Context: an optimization exercise on an open-source flow, tuned for small area, a short achievable clock period and few clock cycles per item. The choices shown serve that exercise and are no tape-out recipe.
RTL that was checked went through simulation tests only; none was proved equivalent to the original.

==> inputs of delta <==
// lidar_polar_to_pixel
module lidar_polar_to_pixel (
    input  logic        clk,
    input  logic        rst_n,
    input  logic        s_axis_tvalid,
    output logic        s_axis_tready,
    input  logic [39:0] s_axis_tdata,
    input  logic        s_axis_tuser,
    output logic        m_axis_tvalid,
    input  logic        m_axis_tready,
    output logic [39:0] m_axis_tdata,
    output logic        m_axis_tuser,
    input  logic        cfg_we,
    input  logic [1:0]  cfg_index,
    input  logic [23:0] cfg_data
);
clock: 10.0 ns
lec_check: 0
cap_margin: 20
core_margin: 2
core_utilization: 40
setup_slack_margin: 5
slew_margin: 20
run.sh (not shown) runs the stock make flow with config.mk's settings and CLKGATE_MAP_FILE= SYNTH_SCRIPT=/design/flow/synth_recipe.tcl, a recipe that flattens the netlist after the stock synthesis.
==> inputs of garnet, as changes to delta <==
==> flow/flow/run.sh (new file) <==
#!/bin/bash
# Standard layout, run as a flow of its own.
cp standard.sh standard.sh.txt 2>/dev/null
bash standard.sh > standard.log 2>&1
==> flow/standard.sh (new file) <==
#!/bin/bash
# synth_recipe.tcl (not shown) runs the flow's synth.tcl, then flattens the netlist and writes it again
# the make line also repeats each setting of config.mk as NAME=value (left out here)
make -C /OpenROAD-flow-scripts/flow DESIGN_CONFIG=/design/flow/config.mk WORK_HOME=/design/flow/orfs CLKGATE_MAP_FILE= SYNTH_SCRIPT=/design/flow/synth_recipe.tcl "${@:-finish}"
--- a/flow/config.mk
+++ b/flow/config.mk
@@ -9,4 +9,3 @@
 export CORE_MARGIN = 2
 export CORE_UTILIZATION = 40
-export SETUP_SLACK_MARGIN = 5
 export SLEW_MARGIN = 20
removed: flow/run.sh
==> results by group <==
Outcome
  – Status: no timing/DRC/antenna violations

Global routing
  – First-pass GRT wire length: 463000 um
  – Global-route track usage on met2: 31.1%
  – Gr usage total: 17.9%
  – Met3 GRT Util: 1.97%

Layout
  – Buffers excl. clock: 166
  – Commonest non-fill, non-tap cells in the layout: 1770 x edfxtp_1, 1361 x ha_1, 1279 x xnor2_1
  – Multi-input combinational area share: 48.0%

Clock tree
  – Post-CTS Setup Inserts: 0

STA
  – Final worst slack: 3.23 ns
# the run above: garnet

==> results by group <==
STA
  – Final worst slack: 4.18 ns

Global routing
  – Gr usage total: 17.9%

Layout
  – Buffers excl. clock: 193
  – Multi-input combinational area share: 48.0%

Clock tree
  – Post-CTS Setup Inserts: 23

Outcome
  – Status: no timing/DRC/antenna violations
# the run above: delta

No run of this note included a check of the RTL's function; only the layout flow was run.

---

==> inputs of 02-24 <==
lidar_polar_to_pixel, a different RTL version from the one above (not shown whole).
==> module lpp_add, before the edit <==
module lpp_add #(
    parameter int W = 32
) (
    input  logic [W-1:0] a,
    input  logic [W-1:0] b,
    input  logic         ci,
    input  logic         inv,
    output logic [W-1:0] s
);
    function automatic int levels(input int n);
        int l;
        l = 0;
        for (int k = 0; k < 32; k++)
            if ((1 << k) < n)
                l = k + 1;
        levels = l;
    endfunction
    localparam int L = levels(W + 1);
    logic [W:0] g [0:L];
    logic [W:0] p [0:L];
    logic [W-1:0] hx;
    assign hx      = a ^ b;
    assign g[0][0] = ci;
    assign p[0][0] = 1'b0;
    assign g[0][W:1] = a & b;
    assign p[0][W:1] = hx;
    for (genvar l = 0; l < L; l++)
    begin : g_lvl
        for (genvar i = 0; i <= W; i++)
        begin : g_bit
            if (((i >> l) & 1) == 1)
            begin : g_node
                localparam int J = ((i >> l) << l) - 1;
                assign g[l + 1][i] = g[l][i] | (p[l][i] & g[l][J]);
                assign p[l + 1][i] = p[l][i] & p[l][J];
            end
            else
            begin : g_pass
                assign g[l + 1][i] = g[l][i];
                assign p[l + 1][i] = p[l][i];
            end
        end
    end
    assign s = (hx ^ {W{inv}}) ^ g[L][W-1:0];
endmodule
clock: 10.0 ns
lec_check: 0
cap_margin: 20
core_margin: 2
core_utilization: 40
slew_margin: 20
standard.sh (not shown) runs the stock make flow with config.mk's settings and CLKGATE_MAP_FILE= SYNTH_SCRIPT=/design/flow/synth_recipe.tcl, a recipe that flattens the netlist after the stock synthesis.
==> flow/flow/run.sh <==
#!/bin/bash
# The standard layout, with timing repair aimed at a 3.6 ns period (the
# clock and constraints stay the design's: only repair_timing's setup
# margin changes).
set -euo pipefail
bash standard.sh SETUP_SLACK_MARGIN=6.4 finish > standard.log 2>&1
==> 01-09 (differences from 02-24) <==
--- a/flow/design.v
+++ b/flow/design.v
@@ -99,13 +99,5 @@
     output logic [W-1:0] s
 );
-    function automatic int levels(input int n);
-        int l;
-        l = 0;
-        for (int k = 0; k < 32; k++)
-            if ((1 << k) < n)
-                l = k + 1;
-        levels = l;
-    endfunction
-    localparam int L = levels(W + 1);
+    localparam int L = $clog2(W + 1);
     logic [W:0] g [0:L];
     logic [W:0] p [0:L];
==> comparison table <==
metric	01-09	02-24
Share of the final layout cell area in multi-input gates	47.13%	47.10%
Placed inst area	135500 um^2	134900 um^2
PnR worst setup slack	6.123 ns	5.969 ns
Worst Path Buf+Inv	3	2
Worst setup slack for register-to-register paths	6.12 ns	5.97 ns
Detailed placer's ending HPWL	224.7 mm	219.0 mm
Pre-Repair DR Iteration Count	6	5
Run status	complete, no violations	complete, no violations
HP Start	quad_reg[13]	st_reg[13]
Wire length on met3	14.58 mm	11.03 mm
Crit Path Max Fanout	7	6
Maximum number of pins on one net before global-route repair	162	187
Number of buffers created by CTS	216	217
Global-route wire length before repair	478.2 mm	467.9 mm
Placeable core area	321100 um^2	320400 um^2
Register area share after synthesis	43.18%	43.38%
Met1 layer wirelength in the final routing	135.8 mm	128.6 mm
Number of DRC violations after detailed-routing iteration 0	5384	4570
Met1 routing resource usage after global routing	24.69%	22.99%
Ant. Diodes	1	3
Drt total wl	307.1 mm	299.0 mm
Cell depth of the worst setup path	18	17
Fin cells	16250	16080
Testbench counts of 02-24, summed over its fixed seeds: cycles 8,168, items 8,000.
The RTL of 01-09 was laid out without a check of its function.

---

==> inputs of 12-21 <==
Another version of the RTL of lidar_polar_to_pixel (not shown whole).
clock: 10.0 ns
lec_check: 0
cap_margin: 20
core_margin: 2
core_utilization: 40
slew_margin: 20
synth_hierarchical: 1
==> flow/flow/run.sh <==
#!/bin/bash
# The standard layout, with timing repair after placement aimed at a
# 3.6 ns period. The clock and constraints stay the design's: only
# repair_timing's setup margin changes. Synthesis and floorplan run first,
# the floorplan removing synthesis buffers rather than repairing timing
# (that repair cannot buffer, so it only spins on the pipeline enable net);
# placement re-buffers.
set -euo pipefail
bash standard.sh REMOVE_ABC_BUFFERS=1 floorplan > standard_floorplan.log 2>&1
bash standard.sh SETUP_SLACK_MARGIN=6.4 finish > standard_finish.log 2>&1
==> 06-16: changes against 12-21 <==
- CTS_CLUSTER_DIAMETER: default -> 120
- CTS_CLUSTER_SIZE: default -> 22
==> 02-28: changes against 12-21 <==
==> flow/flow/run.sh (replaced) <==
#!/bin/bash
# The standard layout, with timing repair after placement aimed at a
# 3.3 ns period. The clock and constraints stay the design's: only
# repair_timing's setup margin changes. Synthesis and floorplan run first,
# the floorplan removing synthesis buffers rather than repairing timing
# (that repair cannot buffer, so it only spins on the pipeline enable net);
# placement re-buffers.
set -euo pipefail
bash standard.sh REMOVE_ABC_BUFFERS=1 floorplan > standard_floorplan.log 2>&1
bash standard.sh SETUP_SLACK_MARGIN=6.7 finish > standard_finish.log 2>&1
==> flow_summary_export.csv <==
group,metric,value,unit
timing,max_freq,262,MHz
finish,layout_common_cells,"edfxtp_1, ha_1, inv_1",
drt,totalWireLength,309,mm
finish,antenna-diode-count,3,
worst_setup_path,critPathSlowestCell,"fa_2",
drt,m1WireLength,132,mm
finish,drive_gt1_frac,0.146,
status,status,"complete, no violations",
timing,fin_skew,0.118,ns
finish,multi_input_gates,7617,
finish,finish.utilization,0.464,
The numbers above come from 12-21.

==> flow_summary_export.csv <==
group,metric,value,unit
worst_setup_path,critPathSlowestCell,"fa_1",
status,status,"complete, no violations",
finish,drive_gt1_frac,0.131,
drt,totalWireLength,305,mm
finish,finish.utilization,0.452,
timing,max_freq,260,MHz
drt,m1WireLength,131,mm
The numbers above come from 06-16.

==> flow_summary_export.csv <==
group,metric,value,unit
status,status,"complete, no violations",
drt,m1WireLength,135,mm
drt,totalWireLength,322,mm
finish,drive_gt1_frac,0.221,
global_routing,use_met1,0.232,
finish,multi_input_gates,7618,
timing,fin_skew,0.122,ns
finish,finish.utilization,0.487,
drt,wl_met3,13.0,mm
worst_setup_path,critPathSlowestCell,"fa_1",
finish,layout_common_cells,"edfxtp_1, inv_1, xnor2_1",
timing,max_freq,263,MHz
The numbers above come from 02-28.

Testbench counts of 12-21, summed over its fixed seeds: cycles 8,176, items 8,000.
Testbench counts of 06-16, summed over its fixed seeds: cycles 8,176, items 8,000.
Testbench counts of 02-28, summed over its fixed seeds: cycles 8,176, items 8,000.

-- re-timing with driven ports --
No port has a modelled driver above. Below, the same layouts with a new extraction and two added sets of constraints.
Step 1: set_driving_cell puts a clkbuf_16 on clk and a buf_2 on each other input, an assumption about the parent block.
Step 2 also shifts input and output timing later by t, the mid clock arrival at the registers, as if the neighbouring blocks saw the same clock.
a / b / c = no drivers / after step 1 / after step 2; a / b = the first two.
run	t, ns	slack for setup (ns)	hold slack, ns
delta	0.953	4.177 / 4.177 / 4.177	0.365 / 0.365 / 0.365
garnet	0.951	3.231 / 3.231 / 3.231	0.364 / 0.364 / 0.364
02-24	0.945	5.969 / 5.969 / 5.969	0.399 / 0.399 / 0.399
01-09	0.951	6.123 / 6.123 / 5.761	0.383 / 0.383 / 0.383
12-21	0.985	6.182 / 6.182 / 6.015	0.353 / 0.353 / 0.353
06-16	0.929	6.160 / 6.160 / 6.003	0.340 / 0.340 / 0.340
02-28	0.993	6.192 / 6.192 / 6.173	0.351 / 0.351 / 0.351
After both steps every run listed still meets setup and hold. For 01-09, which loses most, drivers alone change the setup slack by 0.000 ns; drivers and shift together by -0.362 ns.
